What follows belongs to an exercise in optimizing a design on an open flow for small area; a production flow would make more cautious choices. RTL that was checked went through simulation tests only; none was proved equivalent to the original. Function not checked in run 2: the RTL went through the layout flow alone. Power figures rest on the tool's default switching activity, not on a simulated workload. The clock port is modelled as an ideal driver; clocking choices that lean on that would not hold on a real chip.

===== constraint.sdc =====
create_clock -name core_clock -period 8.0 [get_ports {clk}]
set_input_delay 1.6000 -clock core_clock [delete_from_list [all_inputs] [get_ports {clk}]]
set_output_delay 1.6000 -clock core_clock [all_outputs]
set_load 0.01 [all_outputs]

===== run.sh =====
#!/bin/bash
# synth_recipe.tcl (not shown) runs the flow's synth.tcl, then flattens the netlist and writes it again
# the make line also repeats each setting of config.mk as NAME=value (left out here)
make -C /OpenROAD-flow-scripts/flow DESIGN_CONFIG=/design/flow/config.mk WORK_HOME=/design/flow/orfs CLKGATE_MAP_FILE= SYNTH_SCRIPT=/design/flow/synth_recipe.tcl finish

===== design.v =====
module rf_scoreboard #(
  parameter int DW       = 32,
  parameter int AW       = 5,
  parameter int ZERO_REG = 1,
  parameter int BYPASS   = 1
) (
  input  logic          clk,
  input  logic          rst,
  input  logic          we,
  input  logic [AW-1:0] wa,
  input  logic [DW-1:0] wd,
  input  logic [AW-1:0] ra1,
  input  logic [AW-1:0] ra2,
  output logic [DW-1:0] rd1,
  output logic [DW-1:0] rd2,
  output logic          rv1,
  output logic          rv2,
  input  logic          issue_en,
  input  logic [AW-1:0] issue_wa,
  output logic          issue_rdy,
  output logic [AW:0]   npend
);
  localparam int NREG = 2 ** AW;
  localparam int NMAX = (ZERO_REG != 0) ? NREG - 1 : NREG;
  localparam logic [AW:0] NMAX_V = (AW + 1)'(NMAX);
  logic [DW-1:0]   r_rf [NREG];
  logic [NREG-1:0] r_busy;
  logic [AW:0]     r_npend;
  logic            w_we;
  logic            w_wa_z;
  logic            w_iwa_z;
  logic            w_wr_ok;
  logic            w_set;
  logic            w_inc;
  logic            w_clr;
  logic [NREG-1:0] w_busy_nxt;
  logic [AW:0]     w_npend_nxt;
  logic [1:0][AW-1:0] w_ra;
  logic [1:0][DW-1:0] w_rd;
  logic [1:0]         w_rv;
  assign w_we    = we & rst;
  assign w_wa_z  = (ZERO_REG != 0) && (wa == '0);
  assign w_iwa_z = (ZERO_REG != 0) && (issue_wa == '0);
  assign w_wr_ok = w_we & ~w_wa_z;
  assign issue_rdy = issue_en &
    (~r_busy[issue_wa] | (w_we & (wa == issue_wa)));
  assign w_set = issue_rdy & ~w_iwa_z;
  assign w_inc = w_set & ~r_busy[issue_wa];
  assign w_clr = w_wr_ok & r_busy[wa] &
    ~(w_set & (issue_wa == wa));
  always_comb begin
    w_busy_nxt = r_busy;
    if (w_wr_ok) w_busy_nxt[wa] = 1'b0;
    if (w_set) w_busy_nxt[issue_wa] = 1'b1;
  end
  always_comb begin
    w_npend_nxt = r_npend;
    unique case ({w_inc, w_clr})
      2'b10: if (r_npend < NMAX_V) w_npend_nxt = r_npend + 1'b1;
      2'b01: if (r_npend != '0) w_npend_nxt = r_npend - 1'b1;
      default: w_npend_nxt = r_npend;
    endcase
  end
  assign w_ra = {ra2, ra1};
  always_comb begin
    w_rd = '0;
    w_rv = '0;
    for (int p = 0; p < 2; p++) begin
      w_rd[p] = r_rf[w_ra[p]];
      w_rv[p] = ~r_busy[w_ra[p]];
      if ((BYPASS != 0) && w_we && (wa == w_ra[p])) begin
        w_rd[p] = wd;
        w_rv[p] = 1'b1;
      end
      if ((ZERO_REG != 0) && (w_ra[p] == '0)) begin
        w_rd[p] = '0;
        w_rv[p] = 1'b1;
      end
    end
  end
  assign rd1   = w_rd[0];
  assign rd2   = w_rd[1];
  assign rv1   = w_rv[0];
  assign rv2   = w_rv[1];
  assign npend = r_npend;
  always_ff @(posedge clk or negedge rst) begin
    if (!rst) begin
      for (int i = 0; i < NREG; i++) r_rf[i] <= '0;
      r_busy  <= '0;
      r_npend <= '0;
    end else begin
      if (w_wr_ok) r_rf[wa] <= wd;
      r_busy  <= w_busy_nxt;
      r_npend <= w_npend_nxt;
    end
  end
endmodule

===== config.mk =====
export PLATFORM = sky130hd
export DESIGN_NAME = rf_scoreboard
export DESIGN_NICKNAME = rf_scoreboard
export VERILOG_FILES = /design/flow/design.v
export SDC_FILE = /design/flow/constraint.sdc
export NUM_CORES = 4
export LEC_CHECK = 0
export CAP_MARGIN = 20
export CORE_MARGIN = 2
export CORE_UTILIZATION = 25
export PLACE_DENSITY = 0.5
export SETUP_SLACK_MARGIN = 0.2
export SLEW_MARGIN = 20

==> impl_metrics.py, run 1 <==
metrics = {
    "clock_network": {
        "htreeDepth": 3,
        "cts_root_buf": "clkbuf_16",
        "clock_latency_ps": 780,
        "clock_path_buffers": 3,
        "cts_made_buffers": 113,
        "cts_sinks": 1030,
        "post_cts_resize_count": 0,
        "clk_pin_slew_ps": 60,
        "cts_tree": "yes",
    },
    "yosys": {
        "syn-cell-area_um2": 53400,
        "ys_ff_latch": 1030,
        "synth_nets": 4668,
        "yosys_warnings": 2,
        "synth_cell_type_count": 66,
        "synth_enable_flop_cells": 0,
        "async_flop_share": 1.00,
        "netlist_instances": 4597,
        "ys.flop_type": "dfrtp_1",
        "syn_avg_cell_area_um2": 11.6,
        "seq_area_frac_synth": 0.482,
    },
    "power": {
        "ir_worst_vdd_uv": 163,
        "leakage_nw": 28.6,
        "p_total_mw": 14.5,
        "power.density_nw_per_um2": 230,
    },
    "floorplanning": {
        "pin_count": 129,
        "initial_core_util": 0.252,
        "die-area_um2": 217000,
        "chipHeight_um": 466,
        "core_um2": 212000,
        "num_rows": 169,
        "chipWidth_um": 466,
    },
    "detailed_routing": {
        "avgViaCountPerCell": 6.26,
        "remaining_drc_errors": 0,
        "vias": 47555,
        "drt_iter0_markers": 8329,
        "wire_per_inst_um": 38.7,
        "antenna_left": 0,
        "drt-total-wl_mm": 294,
        "first_pass_iters": 8,
    },
    "finish": {
        "final_common_cell": "dfrtp_1",
        "most-common-layout-cells": "dfrtp_1 (1,030), mux2_2 (993), a22oi_1 (754)",
        "area_growth_pct": 18.4,
        "fillerInstances": 21843,
        "regArea_um2": 25800,
        "multi_input_area_um2": 26000,
        "drive_gt1_frac": 0.347,
        "nets": 4741,
        "fin_util": 0.298,
    },
    "setup_path": {
        "r2r-end": "r_npend[5]$_DFFE_PN0P_",
        "r2r_slack_ps": 4460,
        "required_ps": 6400,
        "reg2reg_depth": 13,
        "cp_max_fo": 15,
        "start_kind": "primary input",
        "reg2reg_from": "r_busy[31]$_DFF_PN0_",
        "cp-end-kind": "output pin",
        "cp.arrival_ps": 6350,
        "crit_type": "primary input to output pin",
    },
    "status": {
        "status": "timing/DRC/antenna clean",
    },
    "timing": {
        "finClkSkew_ps": 50.4,
        "fmax_mhz": 126,
        "grt_setup_unrepaired": "false",
        "final.setup.worst_slack_ps": 53.9,
        "finalSetupViolCount": 0,
        "tns_ps": 0,
        "slew_headroom": 0.133,
        "min_period_over_period": 0.993,
        "drv_slew": 0,
        "final_hold_viol_count": 0,
        "worst_slew_pin_slew_ps": 1300,
        "layout_min_cycle_time_ps": 7950,
    },
    "worst_hold_path": {
        "hold_path_end": "r_rf[17][27]$_DFFE_PN0P_",
        "hold_path_class": "register to register",
        "hold_depth": 1,
        "min_from": "r_rf[17][27]$_DFFE_PN0P_",
    },
    "grt": {
        "grt_use_total": 0.262,
        "grt_max_degree": 158,
        "antenna_found_initial": 19,
        "grt_pass1_vias": 46057,
        "grt_remaining_overflow": 0,
        "grt_pass1_wl_mm": 399,
    },
    "flow_run": {
        "maxCapViolations": 0,
    },
    "place": {
        "gp_congestion": 0.959,
        "dp_slack_ps": 278,
        "port_buffers": 128,
        "dpl.hpwl_mm": 183,
    },
}
==> final cells by class <==
type / instances / area share
multi-input cells: 3082 / 0.411
flip-flops and latches: 1030 / 0.407
repair buffers: 432 / 0.0614
well taps: 2821 / 0.0558
clock buffers: 159 / 0.0514
clock inverters: 56 / 0.0120
inverters: 11 / 0.000653
diodes: 5 / 0.000198
==> stage by stage <==
stage / instance area [um2] / hold slack (ps) / cells
floorplan: 53400 / 485 / 4597
global placement: 59300 / 501 / 7375
detailed placement: 59300 / 509 / 7375
CTS: 63300 / 523 / 7590
global route: 63300 / 539 / 7593
finish: 63300 / 525 / 7596
==> state kept, by name (all words and copies together), names as in the netlist <==
signal   count
r_busy      32
r_npend      6
r_rf       992
==> worst max path at each step <==
stage	start	endpoint	depth (start not counted)
final	ra1[3]	rd1[10]	10
after global routing	ra1[3]	rd1[10]	13
after CTS	ra1[3]	rd1[10]	11
after detailed placement	ra1[3]	rd1[10]	11
after global placement	ra1[3]	rd1[10]	11
after floorplan	ra1[3]	rd1[24]	11
==> synthesized netlist by cell type (all sizes together), types with 14 or more instances <==
master,number,area [um2]
and4,15,131
a211oi,14,105
o21ai,139,696
buf,224,1010
a22oi,754,5660
a2111oi,44,442
mux2,993,11200
and3,142,888
dfrtp,1030,25800
nor2b,14,87.6
clkbuf,251,942
nand4,120,751
mux4,24,541
mux2i,58,581
xor2,15,131
nor2,51,191
a222oi,31,310
ha,14,175
nor4,19,125
a22o,27,236
and2,52,328
or4,40,300
nand2,155,582
a21oi,112,564
nand3,99,495
nor3,18,95.1
==> metal layers <==
| metal | vias to the layer above | part of all wire | global-route usage |
|---|---|---|---|
| met2 | 3928 | 0.42 | 0.378 |
| met5 | - | 0.00055 | 0 |
| met1 | 24561 | 0.39 | 0.344 |
| li1 | 17909 | - | - |
| met4 | 22 | 0.067 | 0.147 |
| met3 | 1135 | 0.13 | 0.0839 |
==> worst max-delay path, cell delays in order <==
cell and delay (ps):
clkdlybuf4s50_1 960, and3b_1 830, and2_2 930, a22oi_1 210, nand4_1 190, or4_1 130
mux2i_1 70, a21oi_1 640, buf_4 220, clkdlybuf4s50_1 540
==> what timing repair did <==
| action | CTS | global route |
|---|---|---|
| setup buffers | 0 | 0 |
| setup endpoints to repair | 0 | 1 |
| hold buffers | 0 | 0 |
==> cells by family (layout without fill, tap and decap cells) <==
group | count (synthesis) | after routing | share of synthesized area
simple gates | 781 | 782 | 0.0822
mux | 1075 | 1075 | 0.230
flops | 1030 | 1030 | 0.482
compound gates | 1183 | 1183 | 0.160
other cells | 0 | 5 | 0
fa+ha+maj | 15 | 15 | 0.00365
buf+inv | 486 | 658 | 0.0373
xor+xnor | 27 | 27 | 0.00443
==> power by group <==
| group | switching [mW] | total (mW) | internal [mW] |
|---|---|---|---|
| logic | 1.05 | 2.04 | 0.994 |
| registers | 0.808 | 6.75 | 5.94 |
| clock network | 2.40 | 5.73 | 3.33 |
| total | 4.26 | 14.5 | 10.3 |
==> run 2, diff against run 1 <==
==> design.v (replaced) <==
module rf_aoi222 (
  input  logic a1, a2, b1, b2, c1, c2,
  output logic y
);
  assign y = ~((a1 & a2) | (b1 & b2) | (c1 & c2));
endmodule
module rf_rdbit (
  input  logic [31:0] s,
  input  logic [31:0] d,
  output logic        y
);
  logic [10:0] n;
  for (genvar g = 0; g < 10; g++) begin : g_aoi
    rf_aoi222 u_aoi (
      .a1(s[3*g]),   .a2(d[3*g]),
      .b1(s[3*g+1]), .b2(d[3*g+1]),
      .c1(s[3*g+2]), .c2(d[3*g+2]),
      .y(n[g])
    );
  end
  assign n[10] = ~((s[30] & d[30]) | (s[31] & d[31]));
  assign y = ~(&n);
endmodule
module rf_wrmux (
  input  logic        s,
  input  logic        sn,
  input  logic [31:0] wd,
  input  logic [31:0] q,
  output logic [31:0] d
);
  assign d = ({32{s}} & wd) | ({32{sn}} & q);
endmodule
module rf_scoreboard (
  input  logic        clk,
  input  logic        rst,
  input  logic        we,
  input  logic [4:0]  wa,
  input  logic [31:0] wd,
  input  logic [4:0]  ra1,
  input  logic [4:0]  ra2,
  output logic [31:0] rd1,
  output logic [31:0] rd2,
  output logic        rv1,
  output logic        rv2,
  input  logic        issue_en,
  input  logic [4:0]  issue_wa,
  output logic        issue_rdy,
  output logic [5:0]  npend
);
  logic [31:0] r_rf [1:31];
  logic [31:1] r_vld;
  logic [31:1] r_busy;
  logic [5:0]  r_npend;
  logic        w_we;
  logic [31:1] w_wsel, w_isel, w_s1, w_s2;
  logic        w_byp1, w_byp2;
  logic        w_bw, w_bi;
  assign w_we = we & rst;
  always_comb begin
    for (int i = 1; i < 32; i++) begin
      w_wsel[i] = w_we & (wa == 5'(i));
      w_isel[i] = (issue_wa == 5'(i));
      w_s1[i]   = (ra1 == 5'(i));
      w_s2[i]   = (ra2 == 5'(i));
    end
  end
  assign w_bw = |(w_wsel & r_busy);    
  assign w_bi = |(w_isel & r_busy);    
  assign issue_rdy = issue_en & (~w_bi | (w_we & (wa == issue_wa)));
  logic w_set, w_inc, w_clr;
  assign w_set = issue_rdy & (issue_wa != 5'd0);
  assign w_inc = w_set & ~w_bi;
  assign w_clr = w_bw & ~(w_set & (issue_wa == wa));
  assign w_byp1 = w_we & (wa == ra1) & (ra1 != 5'd0);
  assign w_byp2 = w_we & (wa == ra2) & (ra2 != 5'd0);
  logic [31:0] w_g1, w_g2;
  logic [31:0] w_d [32];
  assign w_g1 = {w_s1 & r_vld & {31{~w_byp1}}, w_byp1};
  assign w_g2 = {w_s2 & r_vld & {31{~w_byp2}}, w_byp2};
  always_comb begin
    w_d[0] = wd;
    for (int i = 1; i < 32; i++) w_d[i] = r_rf[i];
  end
  for (genvar b = 0; b < 32; b++) begin : g_rd
    logic [31:0] col;
    for (genvar i = 0; i < 32; i++) begin : g_col
      assign col[i] = w_d[i][b];
    end
    rf_rdbit u_rd1 (.s(w_g1), .d(col), .y(rd1[b]));
    rf_rdbit u_rd2 (.s(w_g2), .d(col), .y(rd2[b]));
  end
  assign rv1 = ~(|(w_s1 & r_busy)) | w_byp1;
  assign rv2 = ~(|(w_s2 & r_busy)) | w_byp2;
  assign npend = r_npend;
  for (genvar i = 1; i < 32; i++) begin : g_reg
    logic [31:0] nxt;
    rf_wrmux u_wm (.s(w_wsel[i]), .sn(~w_wsel[i]), .wd(wd), .q(r_rf[i]), .d(nxt));
    always_ff @(posedge clk) r_rf[i] <= nxt;
  end
  always_ff @(posedge clk or negedge rst) begin
    if (!rst) begin
      r_vld   <= '0;
      r_busy  <= '0;
      r_npend <= '0;
    end else begin
      r_vld  <= r_vld | w_wsel;
      r_busy <= (r_busy & ~w_wsel) | ({31{w_set}} & w_isel);
      case ({w_inc, w_clr})
        2'b10:   r_npend <= r_npend + 6'd1;
        2'b01:   r_npend <= r_npend - 6'd1;
        default: r_npend <= r_npend;
      endcase
    end
  end
endmodule
--- a/config.mk
+++ b/config.mk
@@ -11,3 +11,5 @@
 export PLACE_DENSITY = 0.5
 export SETUP_SLACK_MARGIN = 0.2
 export SLEW_MARGIN = 20
+export SYNTH_HIERARCHICAL = 1
+export SYNTH_MINIMUM_KEEP_SIZE = 0
==> run 2 against run 1 <==
  * Fmax increased by 1.1%
  * Wire length is 26% lower
  * Worst setup slack improved by 89 ps
  * Largest cell class is now sequential cells
  * Highest routed layer unchanged
  * Sequential share of layout area grew 0.73 points
  * Still clean on timing, DRC and antenna
  * Critical endpoint is now rd1[18]
  * Clock power decreased by 5.8%
  * Final cell count decreased by 16%
==> impl_metrics.py, run 2 <==
metrics = {
    "worst_hold_path": {
        "hold_path_class": "register to register",
    },
    "yosys": {
        "synth-adder-area-share": 0.00185,
        "synth_nets": 3851,
        "synth_top_cell_by_area": "dfxtp_1",
        "yosys.area_share.simple": 0.0806,
        "yosys_warnings": 11,
        "synth_compound_area_frac": 0.372,
        "synth_top_area_frac": 0.444,
        "synth_cell_type_count": 68,
        "synth_common_cells": "a22o_1 (997), dfxtp_1 (992), a222oi_1 (641)",
        "synth_most_common_cell": "a22o_1",
        "netlist_instances": 3789,
        "synth-xor-area-share": 0.00352,
        "ys_ff_latch": 1060,
        "syn_avg_cell_area_um2": 11.8,
        "syn-cell-area_um2": 44700,
        "seq_area_frac_synth": 0.482,
        "async_flop_share": 0.0642,
        "ys.flop_type": "dfxtp_1",
        "synth_enable_flop_cells": 0,
        "synth_mux_area_frac": 0.00504,
        "synth_top_cells_by_area": "dfxtp_1 (44%), a22o_1 (20%), a222oi_1 (14%)",
        "synth_top_family_by_area": "compound AO/OA/AOI/OAI gates",
    },
    "floorplanning": {
        "initial_core_util": 0.251,
        "chipHeight_um": 427,
        "core_um2": 178000,
        "die-area_um2": 182000,
        "num_rows": 155,
        "pin_count": 129,
        "chipWidth_um": 427,
    },
    "setup_path": {
        "start_kind": "primary input",
        "cp_slowest_cell": "clkdlybuf4s50_1",
        "r2r_slack_ps": 4150,
        "reg2reg_from": "r_busy[30]$_DFF_PN0_",
        "crit_type": "primary input to output pin",
        "critPathTopFamily": "simple AND/OR/NAND/NOR gates",
        "cp_slowest_stage_delay_ps": 680,
        "cp_cell_sequence": "clkdlybuf4s50_1 -> xnor2_1 -> nand4_1 -> o21a_1 -> and2_1 -> and3_2 -> buf_4 -> a222oi_1 -> nand4_1 -> or4_4 -> clkdlybuf4s50_1",
        "startpoint": "wa[0]",
        "cp-end-kind": "output pin",
        "r2r-end": "r_npend[5]$_DFFE_PN0P_",
        "reg2reg_depth": 12,
        "crit_path_end": "rd1[18]",
        "cp_num_cells": 11,
        "cp_max_fo": 24,
        "required_ps": 6400,
        "cp.arrival_ps": 6260,
        "crit_buf_inv": 3,
    },
    "detailed_routing": {
        "avgViaCountPerCell": 6.59,
        "drt-total-wl_mm": 218,
        "drt-met1-wl_mm": 88.8,
        "dr_wl_met3_mm": 28.4,
        "vias": 42233,
        "antenna_left": 0,
        "drt_iter0_markers": 9888,
        "remaining_drc_errors": 0,
        "wl_met2_mm": 89.1,
        "first_pass_iters": 12,
        "wire_per_inst_um": 33.9,
        "route.top_layer_used": "met5",
    },
    "timing": {
        "tns_ps": 0,
        "final.setup.worst_slack_ps": 143,
        "finalSetupViolCount": 0,
        "min_period_over_period": 0.982,
        "grt_setup_unrepaired": "true",
        "layout_min_cycle_time_ps": 7860,
        "slew_headroom": 0.140,
        "fmax_mhz": 127,
        "finClkSkew_ps": 16.9,
        "final_hold_viol_count": 0,
        "drv_slew": 0,
        "worst_slew_pin_slew_ps": 1290,
    },
    "finish": {
        "largest_register_ff_count": 992,
        "final_common_cell": "a22o_1",
        "fillerInstances": 18291,
        "top_register": "r_rf",
        "area_growth_pct": 16.2,
        "top_regs": "r_rf: 992 flops, r_busy: 31 flops, r_vld: 31 flops",
        "most-common-layout-cells": "a22o_1 (997), dfxtp_1 (992), a222oi_1 (641)",
        "nets": 4025,
        "drive_gt1_frac": 0.149,
    },
    "place": {
        "dpl.hpwl_mm": 127,
        "gp_congestion": 0.920,
        "dp_slack_ps": 278,
        "port_buffers": 128,
    },
    "clock_network": {
        "cts_made_buffers": 109,
        "cts_sinks": 1060,
        "htreeDepth": 3,
        "clock_latency_ps": 730,
        "clock_path_buffers": 3,
        "cts_root_buf": "clkbuf_16",
        "cts_tree": "yes",
        "clk_pin_slew_ps": 60,
        "postCtsSetupRepairBufs": 0,
    },
    "power": {
        "leakage_nw": 20.3,
        "power.density_nw_per_um2": 262,
        "ir_worst_vdd_uv": 176,
    },
    "status": {
        "status": "timing/DRC/antenna clean",
    },
    "grt": {
        "grt_remaining_overflow": 0,
        "grt_pass1_vias": 39551,
        "grt_max_degree": 71,
        "grt_pass1_wl_mm": 303,
        "antenna_found_initial": 4,
        "grt_use_total": 0.226,
    },
    "flow_run": {
        "maxCapViolations": 0,
    },
}
run 2: changes by cell type in the layout (fill, tap and decap cells not counted), moves of 62 or more:
cell	delta
or4_4	+65
dfxtp_1	+992
buf_4	-123
a21oi_1	-93
o21ai_0	-117
and3_1	-120
a22oi_1	-740
a22o_1	+970
dfrtp_1	-962
mux2_2	-983
nand3_1	-80
a22o_2	+62
a222oi_1	+610
run 2: kinds of logic after synthesis:
group	Yosys count
xor gates and xnor gates	18
AOI/OAI and AO/OA	1821
and+or+nand+nor	591
adders and majority gates	6
DFF	1060
muxes	20
buffers and inverters	273
run 2: routing by layer:
layer | global-route usage | vias to the layer above
met3 | 0.0626 | 530
met2 | 0.317 | 3522
met4 | 0.108 | 2
li1 | - | 17121
met1 | 0.315 | 21058
met5 | 0 | -
run 2: worst register-to-register path: stages, from the launching register on:
cell and delay [ps]:
dfrtp_1 470, and3b_1 220, o2111ai_1 200, nand4_1 150, or4_4 560, or3_1 380
ha_1 300, ha_1 310, a21o_1 180, a21oi_1 240, o21bai_1 120, o311ai_0 440
xor2_1 120
run 2: per-module statistics from Yosys, one instance, submodules excluded:
module | flip-flops and latches | cells inside | cell area (um2)
rf_rdbit | 0 | 5 | 36.3
rf_aoi222 | 0 | 1 | 10.0
rf_wrmux | 0 | 38 | 350
rf_scoreboard | 1060 | 1651 | 25100
run 2: worst min path at each step:
stage	start	endpoint	slack, ps	cells after the start
final	r_npend[5]$_DFFE_PN0P_	r_npend[5]$_DFFE_PN0P_	480	1
after global routing	r_vld[1]$_DFF_PN0_	r_vld[1]$_DFF_PN0_	490	1
after CTS	r_vld[4]$_DFF_PN0_	r_vld[4]$_DFF_PN0_	480	1
after detailed placement	r_vld[4]$_DFF_PN0_	r_vld[4]$_DFF_PN0_	460	1
after global placement	r_vld[27]$_DFF_PN0_	r_vld[27]$_DFF_PN0_	450	1
after floorplan	r_vld[10]$_DFF_PN0_	r_vld[10]$_DFF_PN0_	440	1
run 2: report_power, final:
| group | switching, mW | internal, mW | leakage [nW] |
|---|---|---|---|
| Sequential | 0.692 | 6.06 | 9.02 |
| Clock | 2.36 | 3.04 | 1.86 |
| Combinational | 0.680 | 0.770 | 9.40 |
run 2: per-stage QoR:
stage          cells  power (mW)  instance area [um2]  hold WS [ps]  utilization
2_1_floorplan   3789        7.54                44700           440            -
4_1_cts         6409        13.6                51900           476        0.292
3_5_place_dp    6206        8.24                48200           461        0.271
5_1_grt         6411        14.0                52000           491        0.292
6_report        6412        13.6                52000           479        0.292
3_3_place_gp    6206        8.20                48200           455        0.271
run 2: layout make-up:
cell class                      instances  area, um2  share of cell area
Multi-Input combinational cell       2456      20900               0.402
Antenna cell                            2       5.00           0.0000963
Clock buffer                          148       3090              0.0593
Timing Repair Buffer                  291       2650              0.0510
Tap cell                             2355       2950              0.0567
Sequential cell                      1060      21600               0.415
Clock inverter                         55        646              0.0124
Inverter                               45        169             0.00325
run 2: timing repair:
item                                    in CTS  in global routing
hold buffers                                 0                  0
resized for setup                            0                 13
endpoints found under the setup margin       0                  5
==> run 3, diff against run 2 <==
--- a/design.v
+++ b/design.v
@@ -4,12 +4,31 @@
 );
   assign y = ~((a1 & a2) | (b1 & b2) | (c1 & c2));
 endmodule
+module rf_tail (
+  input  logic a, b, c1, c2, d1, d2,
+  output logic y
+);
+  assign y = ~(a & b) | (c1 & c2) | (d1 & d2);
+endmodule
+module rf_nand4 (
+  input  logic a, b, c, d,
+  output logic y
+);
+  assign y = ~(a & b & c & d);
+endmodule
+module rf_or3 (
+  input  logic a, b, c,
+  output logic y
+);
+  assign y = a | b | c;
+endmodule
 module rf_rdbit (
   input  logic [31:0] s,
   input  logic [31:0] d,
   output logic        y
 );
-  logic [10:0] n;
+  logic [9:0]  n;
+  logic [2:0]  o;
   for (genvar g = 0; g < 10; g++) begin : g_aoi
     rf_aoi222 u_aoi (
       .a1(s[3*g]),   .a2(d[3*g]),
@@ -18,8 +37,10 @@
       .y(n[g])
     );
   end
-  assign n[10] = ~((s[30] & d[30]) | (s[31] & d[31]));
-  assign y = ~(&n);
+  rf_nand4 u_o0 (.a(n[0]), .b(n[1]), .c(n[2]),  .d(n[3]), .y(o[0]));
+  rf_nand4 u_o1 (.a(n[4]), .b(n[5]), .c(n[6]),  .d(n[7]), .y(o[1]));
+  rf_tail  u_o2 (.a(n[8]), .b(n[9]), .c1(s[30]), .c2(d[30]), .d1(s[31]), .d2(d[31]), .y(o[2]));
+  rf_or3   u_y  (.a(o[0]), .b(o[1]), .c(o[2]), .y(y));
 endmodule
 module rf_wrmux (
   input  logic        s,
==> flow/run.sh (new file) <==
#!/bin/bash
# Standard layout, with two changes: every port still gets its own buffer,
# but the smallest buffer cell is used for it; and clock tree synthesis
# clusters up to 30 flip-flops within 100 um per leaf buffer and adds no
# dummy loads.
set -o pipefail
cp standard.sh standard_sh.log
cp config.mk config_mk.log
export BUFFER_PORTS_ARGS="-buffer_cell sky130_fd_sc_hd__buf_1"
export CTS_ARGS="-sink_clustering_enable -repair_clock_nets -dont_use_dummy_load -sink_clustering_size 30 -sink_clustering_max_diameter 100"
bash standard.sh finish > standard.log 2>&1
==> standard.sh (new file) <==
#!/bin/bash
# synth_recipe.tcl (not shown) runs the flow's synth.tcl, then flattens the netlist and writes it again
# the make line also repeats each setting of config.mk as NAME=value (left out here)
make -C /OpenROAD-flow-scripts/flow DESIGN_CONFIG=/design/flow/config.mk WORK_HOME=/design/flow/orfs CLKGATE_MAP_FILE= SYNTH_SCRIPT=/design/flow/synth_recipe.tcl "${@:-finish}"
--- a/config.mk
+++ b/config.mk
@@ -7,8 +7,8 @@
 export LEC_CHECK = 0
 export CAP_MARGIN = 20
 export CORE_MARGIN = 2
-export CORE_UTILIZATION = 25
-export PLACE_DENSITY = 0.5
+export CORE_UTILIZATION = 65
+export PLACE_DENSITY = 0.72
 export SETUP_SLACK_MARGIN = 0.2
 export SLEW_MARGIN = 20
 export SYNTH_HIERARCHICAL = 1
removed: run.sh
==> run 3 against run 2 <==
  * Still clean on timing, DRC and antenna
  * Sequential cell count is the same
  * Synthesized area shrank 0.85%
  * Global-route usage grew 30 points
  * Fmax grew 4.0%
  * Highest routed layer unchanged
==> impl_metrics.py, run 3 <==
metrics = {
    "status": {
        "status": "timing/DRC/antenna clean",
    },
    "floorplanning": {
        "chipWidth_um": 265,
        "pin_count": 129,
        "initial_core_util": 0.658,
        "num_rows": 95,
        "chipHeight_um": 265,
        "core_um2": 67400,
        "die-area_um2": 70300,
    },
    "yosys": {
        "syn_avg_cell_area_um2": 11.8,
        "synth_common_cells": "dfxtp_1 (992), a22o_1 (937), a222oi_1 (641)",
        "synth_top_cells_by_area": "dfxtp_1 (45%), a22o_1 (19%), a222oi_1 (14%)",
        "ys_ff_latch": 1060,
        "async_flop_share": 0.0642,
        "seq_area_frac_synth": 0.486,
        "yosys_warnings": 11,
        "synth_nets": 3819,
        "netlist_instances": 3757,
        "syn-cell-area_um2": 44300,
        "ys.flop_type": "dfxtp_1",
        "synth_top_cell_by_area": "dfxtp_1",
        "synth_cell_type_count": 76,
        "synth_top_area_frac": 0.448,
        "synth_most_common_cell": "dfxtp_1",
        "synth_enable_flop_cells": 0,
    },
    "grt": {
        "grt_pass1_vias": 41426,
        "grt_remaining_overflow": 0,
        "grt_max_degree": 71,
        "antenna_found_initial": 25,
        "grt_use_total": 0.529,
        "grt_pass1_wl_mm": 278,
    },
    "detailed_routing": {
        "drt_iter0_markers": 12428,
        "route.top_layer_used": "met5",
        "first_pass_iters": 17,
        "dr_wl_met3_mm": 36.0,
        "remaining_drc_errors": 0,
        "drt-total-wl_mm": 196,
        "avgViaCountPerCell": 9.24,
        "vias": 43890,
        "wire_per_inst_um": 41.2,
        "antenna_left": 0,
        "wl_met2_mm": 76.6,
        "drt-met1-wl_mm": 62.5,
    },
    "flow_run": {
        "maxCapViolations": 0,
    },
    "power": {
        "p_int_mw": 7.68,
        "p_switching_mw": 3.08,
        "p_seq_frac": 0.632,
        "ir_worst_vdd_uv": 218,
        "power.density_nw_per_um2": 234,
        "combPwrFrac": 0.125,
        "sw_frac_of_total": 0.286,
        "leakage_nw": 18.3,
        "clock_power_share": 0.243,
    },
    "finish": {
        "largest_register_ff_count": 992,
        "final_common_cell": "dfxtp_1",
        "fillerInstances": 5082,
        "nets": 3925,
        "regArea_um2": 21600,
        "most-common-layout-cells": "dfxtp_1 (992), a22o_1 (937), a222oi_1 (641)",
        "area_growth_pct": 3.82,
        "drive_gt1_frac": 0.0839,
        "multi_input_area_um2": 20400,
        "top_register": "r_rf",
        "top_regs": "r_rf: 992 flops, r_busy: 31 flops, r_vld: 31 flops",
        "fin_area_um2": 46000,
    },
    "place": {
        "dpl_cell_area_um2": 44900,
        "port_buffers": 128,
        "dpl.hpwl_mm": 115,
        "gp_congestion": 1.02,
    },
    "setup_path": {
        "cp.arrival_ps": 5960,
        "cp_cell_sequence": "buf_2 -> buf_6 -> nand3_1 -> o21ai_0 -> nor2_1 -> and4_2 -> a222oi_1 -> nand4_1 -> or3_1 -> buf_1",
        "cp_max_fo": 70,
        "cp_slowest_cell": "o21ai_0",
        "start_kind": "primary input",
        "cp-end-kind": "output pin",
        "cp_slowest_stage_delay_ps": 780,
        "crit_type": "primary input to output pin",
        "required_ps": 6400,
        "crit_buf_inv": 3,
        "critPathTopFamily": "simple AND/OR/NAND/NOR gates",
    },
    "clock_network": {
        "postCtsSetupRepairBufs": 0,
        "clock_path_buffers": 3,
        "ctsHoldBuffers": 0,
        "cts_sinks": 1060,
        "post_cts_resize_count": 0,
        "cts_tree": "yes",
        "cts_made_buffers": 42,
        "clock_latency_ps": 630,
        "clk_pin_slew_ps": 60,
        "cts_root_buf": "clkbuf_16",
        "htreeDepth": 2,
    },
    "timing": {
        "worst_slew_pin_slew_ps": 1310,
        "fmax_mhz": 132,
        "min_period_over_period": 0.945,
        "tns_ps": 0,
        "drv_slew": 0,
        "slew_headroom": 0.124,
        "final_hold_viol_count": 0,
        "layout_min_cycle_time_ps": 7560,
        "grt_setup_unrepaired": "false",
        "finalSetupViolCount": 0,
        "finClkSkew_ps": 49.7,
    },
    "worst_hold_path": {
        "hold_path_class": "register to register",
    },
}
==> run 3: area by class of cell <==
type                       count  area share
antenna                       16    0.000870
clock buffer                  42      0.0228
inverter                      44     0.00359
multi-input combinational   2425       0.443
sequential                  1060       0.468
tap                          873      0.0237
timing repair buffer         290      0.0373
==> run 3: worst paths after layout <==
check	from	to	slack, ps	cells past startpoint
max reg2reg	r_busy[17]$_DFF_PN0_	r_npend[5]$_DFFE_PN0P_	4210	12
max	rst	rd1[29]	440	10
min	r_npend[5]$_DFFE_PN0P_	r_npend[5]$_DFFE_PN0P_	470	1
max in group asynchronous	rst	r_busy[8]$_DFF_PN0_	6350	2
min reg2reg	r_npend[5]$_DFFE_PN0P_	r_npend[5]$_DFFE_PN0P_	470	1
min in group asynchronous	rst	r_vld[19]$_DFF_PN0_	1110	2
==> run 3: logic make-up after synthesis <==
kind of cell | count (synthesis) | share of synthesized area
xor+xnor | 18 | 0.00355
mux | 20 | 0.00505
flops | 1060 | 0.486
buf+inv | 272 | 0.0555
compound gates | 1814 | 0.374
fa+ha+maj | 6 | 0.00186
simple gates | 567 | 0.0739
==> run 3: modules after synthesis, one instance, submodules excluded, excerpt <==
module,cell area (um2),flip-flops and latches,cells,times used
rf_wrmux,350,0,38,31
rf_tail,12.5,0,2,64
rf_nand4,6.26,0,1,128
rf_scoreboard,25100,1060,1619,1
rf_or3,6.26,0,1,64
rf_aoi222,10.0,0,1,640
==> run 3: metrics by stage <==
stage	utilization	cells	power (mW)	hold WS [ps]	worst slack, ps
4_1_cts	0.682	4733	10.6	473	506
5_1_grt	0.683	4736	11.0	491	287
3_5_place_dp	0.666	4691	8.14	459	525
3_3_place_gp	0.666	4691	8.03	457	600
6_report	0.683	4750	10.8	471	443
2_1_floorplan	-	3757	7.52	440	1670
==> run 3: power by group through the flow <==
stage          Clock (mW)  Combinational [mW]  Sequential (mW)
6_report             2.61                1.35             6.81
5_1_grt              2.75                1.42             6.86
2_1_floorplan           0               0.899             6.62
3_3_place_gp            0                1.23             6.80
3_5_place_dp            0                1.29             6.85
4_1_cts              2.58                1.30             6.74
==> run 3: routing by layer <==
layer | vias up | track usage
met3 | 1417 | 0.223
met4 | 16 | 0.414
met2 | 5094 | 0.730
li1 | 16845 | -
met1 | 20518 | 0.648
met5 | - | 0.0118
==> run 4, diff against run 3 <==
==> flow/run.sh (replaced) <==
#!/bin/bash
# Standard layout, with two changes: every port still gets its own buffer,
# but the smallest buffer cell is used for it; and clock tree synthesis
# clusters up to 25 flip-flops within 60 um per leaf buffer and adds no
# dummy loads.
set -o pipefail
cp standard.sh standard_sh.log
cp config.mk config_mk.log
export BUFFER_PORTS_ARGS="-buffer_cell sky130_fd_sc_hd__buf_1"
export CTS_ARGS="-sink_clustering_enable -repair_clock_nets -dont_use_dummy_load -sink_clustering_size 25 -sink_clustering_max_diameter 60"
bash standard.sh finish > standard.log 2>&1
==> run 4 against run 3 <==
  * First-iteration DRC count down 6.0%
  * Highest routed layer unchanged
  * Register-to-register slack is essentially flat
  * Critical path depth did not move
  * Non-clock buffer count did not move
  * Combinational power is essentially flat
  * Worst setup slack got worse by 76 ps
  * Sequential power about the same
  * Synthesized cell count did not move
  * Global-route usage up 0.39 points
  * Clock skew fell by 0.64 ps
  * Count of clock-buffer cells in the layout rose by 26
  * Critical path type unchanged
==> impl_metrics.py, run 4 <==
metrics = {
    "yosys": {
        "seq_area_frac_synth": 0.486,
        "synth_enable_flop_cells": 0,
        "synth_nets": 3819,
        "synth_top_cells_by_area": "dfxtp_1 (45%), a22o_1 (19%), a222oi_1 (14%)",
        "ys_ff_latch": 1060,
        "ys.flop_type": "dfxtp_1",
        "synth_top_area_frac": 0.448,
        "synth_common_cells": "dfxtp_1 (992), a22o_1 (937), a222oi_1 (641)",
        "syn-cell-area_um2": 44300,
        "netlist_instances": 3757,
        "async_flop_share": 0.0642,
        "syn_avg_cell_area_um2": 11.8,
        "yosys_warnings": 11,
        "synth_top_cell_by_area": "dfxtp_1",
        "synth_most_common_cell": "dfxtp_1",
        "synth_cell_type_count": 76,
    },
    "floorplanning": {
        "chipWidth_um": 265,
        "chipHeight_um": 265,
        "initial_core_util": 0.658,
        "pin_count": 129,
        "core_um2": 67400,
        "num_rows": 95,
        "die-area_um2": 70300,
    },
    "detailed_routing": {
        "remaining_drc_errors": 0,
        "vias": 43804,
        "drt_iter0_markers": 11682,
        "drt-total-wl_mm": 197,
        "wire_per_inst_um": 41.2,
        "avgViaCountPerCell": 9.18,
        "first_pass_iters": 15,
        "antenna_left": 0,
    },
    "setup_path": {
        "r2r_slack_ps": 4210,
        "required_ps": 6400,
        "cp.arrival_ps": 6030,
        "crit_type": "primary input to output pin",
        "critPathTopFamily": "simple AND/OR/NAND/NOR gates",
        "cp_max_fo": 70,
        "cp_slowest_stage_delay_ps": 740,
        "cp_slowest_cell": "o21ai_0",
        "start_kind": "primary input",
        "cp-end-kind": "output pin",
        "cp_cell_sequence": "buf_2 -> buf_4 -> nand3_1 -> o21ai_0 -> nor2_1 -> and4_2 -> a222oi_1 -> nand4_1 -> or3_1 -> buf_1",
        "crit_buf_inv": 3,
    },
    "grt": {
        "antenna_found_initial": 23,
        "grt_pass1_vias": 41818,
        "grt_use_total": 0.533,
        "grt_max_degree": 71,
        "grt_remaining_overflow": 0,
        "grt_pass1_wl_mm": 280,
    },
    "clock_network": {
        "postCtsSetupRepairBufs": 0,
        "ctsHoldBuffers": 0,
        "cts_sinks": 1060,
        "post_cts_resize_count": 0,
        "htreeDepth": 3,
        "cts_root_buf": "clkbuf_16",
        "cts_tree": "yes",
        "clk_pin_slew_ps": 50,
        "cts_made_buffers": 68,
        "clock_latency_ps": 630,
        "clock_path_buffers": 3,
    },
    "power": {
        "ir_worst_vdd_uv": 212,
        "p_seq_frac": 0.594,
        "clock_power_share": 0.288,
        "p_int_mw": 8.25,
        "leakage_nw": 18.7,
        "p_switching_mw": 3.21,
        "sw_frac_of_total": 0.280,
        "combPwrFrac": 0.118,
        "power.density_nw_per_um2": 245,
    },
    "finish": {
        "most-common-layout-cells": "dfxtp_1 (992), a22o_1 (937), a222oi_1 (641)",
        "top_regs": "r_rf: 992 flops, r_busy: 31 flops, r_vld: 31 flops",
        "final_common_cell": "dfxtp_1",
        "drive_gt1_frac": 0.0906,
        "fin_cells": 4772,
        "nets": 3951,
        "top_register": "r_rf",
        "fin_area_um2": 46700,
        "area_growth_pct": 5.27,
        "largest_register_ff_count": 992,
    },
    "place": {
        "dp.cells": 4691,
        "gp_congestion": 1.02,
        "dpl_cell_area_um2": 44900,
        "dpl.hpwl_mm": 115,
        "dp_slack_ps": 525,
        "port_buffers": 128,
    },
    "timing": {
        "drv_slew": 0,
        "final.setup.worst_slack_ps": 367,
        "final_hold_viol_count": 0,
        "finalSetupViolCount": 0,
        "worst_slew_pin_slew_ps": 1300,
        "slew_headroom": 0.130,
        "fmax_mhz": 131,
        "tns_ps": 0,
        "finClkSkew_ps": 49.0,
        "grt_setup_unrepaired": "false",
        "layout_min_cycle_time_ps": 7630,
        "min_period_over_period": 0.954,
    },
    "status": {
        "status": "timing/DRC/antenna clean",
    },
    "flow_run": {
        "maxCapViolations": 0,
    },
    "worst_hold_path": {
        "hold_path_class": "register to register",
    },
}
run 4: cell families after synthesis:
family / after synthesis / synth area share
fa+ha+maj: 6 / 0.00186
compound gates: 1814 / 0.374
simple gates: 567 / 0.0739
buf+inv: 272 / 0.0555
flops: 1060 / 0.486
mux: 20 / 0.00505
xor+xnor: 18 / 0.00355
run 4: layout make-up:
class	count	area (um2)
Sequential cell	1060	21600
Fill cell	5013	20700
Multi-Input combinational cell	2425	20400
Timing Repair Buffer	290	1710
Clock buffer	68	1700
Tap cell	873	1090
Inverter	44	165
Antenna cell	12	30.0
run 4: path summary, 6_finish.rpt:
check	startpoint	to	cells after the start
worst max-delay path	rst	rd1[29]	10
worst min-delay path	r_npend[5]$_DFFE_PN0P_	r_npend[5]$_DFFE_PN0P_	1
worst max register to register	r_busy[17]$_DFF_PN0_	r_npend[5]$_DFFE_PN0P_	12
worst min register to register	r_npend[5]$_DFFE_PN0P_	r_npend[5]$_DFFE_PN0P_	1
max in group asynchronous	rst	r_vld[11]$_DFF_PN0_	2
min in group asynchronous	rst	r_npend[5]$_DFFE_PN0P_	2
run 4: power groups by stage:
| stage | clock network [mW] | registers, mW | logic [mW] |
|---|---|---|---|
| 5_1_grt | 3.44 | 6.86 | 1.42 |
| 3_3_place_gp | 0 | 6.80 | 1.23 |
| 3_5_place_dp | 0 | 6.85 | 1.29 |
| 4_1_cts | 3.25 | 6.75 | 1.30 |
| 2_1_floorplan | 0 | 6.62 | 0.899 |
| 6_report | 3.30 | 6.81 | 1.35 |
run 4: per-module statistics from Yosys, one instance, submodules excluded, excerpt:
module	flip-flops and latches	cell area, um2
rf_scoreboard	1060	25100
rf_wrmux	0	350
rf_tail	0	12.5
rf_aoi222	0	10.0
rf_nand4	0	6.26
rf_or3	0	6.26
run 4: stage by stage:
stage               power (mW)  hold slack, ps  utilization
finish                    11.5             469        0.693
global route              11.7             482        0.692
CTS                       11.3             472        0.692
detailed placement        8.14             459        0.666
global placement          8.03             457        0.666
floorplan                 7.52             440            -
run 4: metal layers:
| metal | vias to the layer above | routed length [um] | GRT usage |
|---|---|---|---|
| li1 | 16903 | - | - |
| met1 | 20572 | 62600 | 0.647 |
| met2 | 4945 | 76600 | 0.731 |
| met3 | 1362 | 36400 | 0.230 |
| met4 | 22 | 21000 | 0.435 |
| met5 | - | 148 | 0.00970 |

## afterwards: timing with drivers on the ports
The flow's constraints put no driver on any port. The routed layouts listed below were extracted and timed again, unchanged, in two steps.
Step 1, drivers: a clkbuf_16 drives clk and a buf_2 each remaining input, both assumed.
Step 2 times the ports against the registers' clock, not the clock port: input delays grow and output delays shrink by t, the midpoint of the rising clock arrivals with the driver on.
Slacks: no drivers / after step 1 / after step 2; pairs: no drivers / after step 1.
run | t, ns | slack for setup (ns) | hold WS [ns] | worst register clock-pin slew, ns | cell pins on the clock port's net
run 1 | 0.841 | 0.054 / 0.029 / 0.029 | 0.525 / 0.525 / 0.525 | 0.07 / 0.07 | 1
run 2 | 0.820 | 0.143 / 0.099 / 0.099 | 0.479 / 0.479 / 0.479 | 0.07 / 0.07 | 1
run 3 | 0.698 | 0.443 / 0.424 / 0.424 | 0.471 / 0.471 / 0.471 | 0.12 / 0.12 | 1
run 4 | 0.694 | 0.367 / 0.348 / 0.348 | 0.469 / 0.469 / 0.469 | 0.10 / 0.10 | 1
After both steps every run listed still meets setup and hold. For run 2, which loses most, drivers alone change the setup slack by -0.044 ns; drivers and shift together by -0.044 ns.
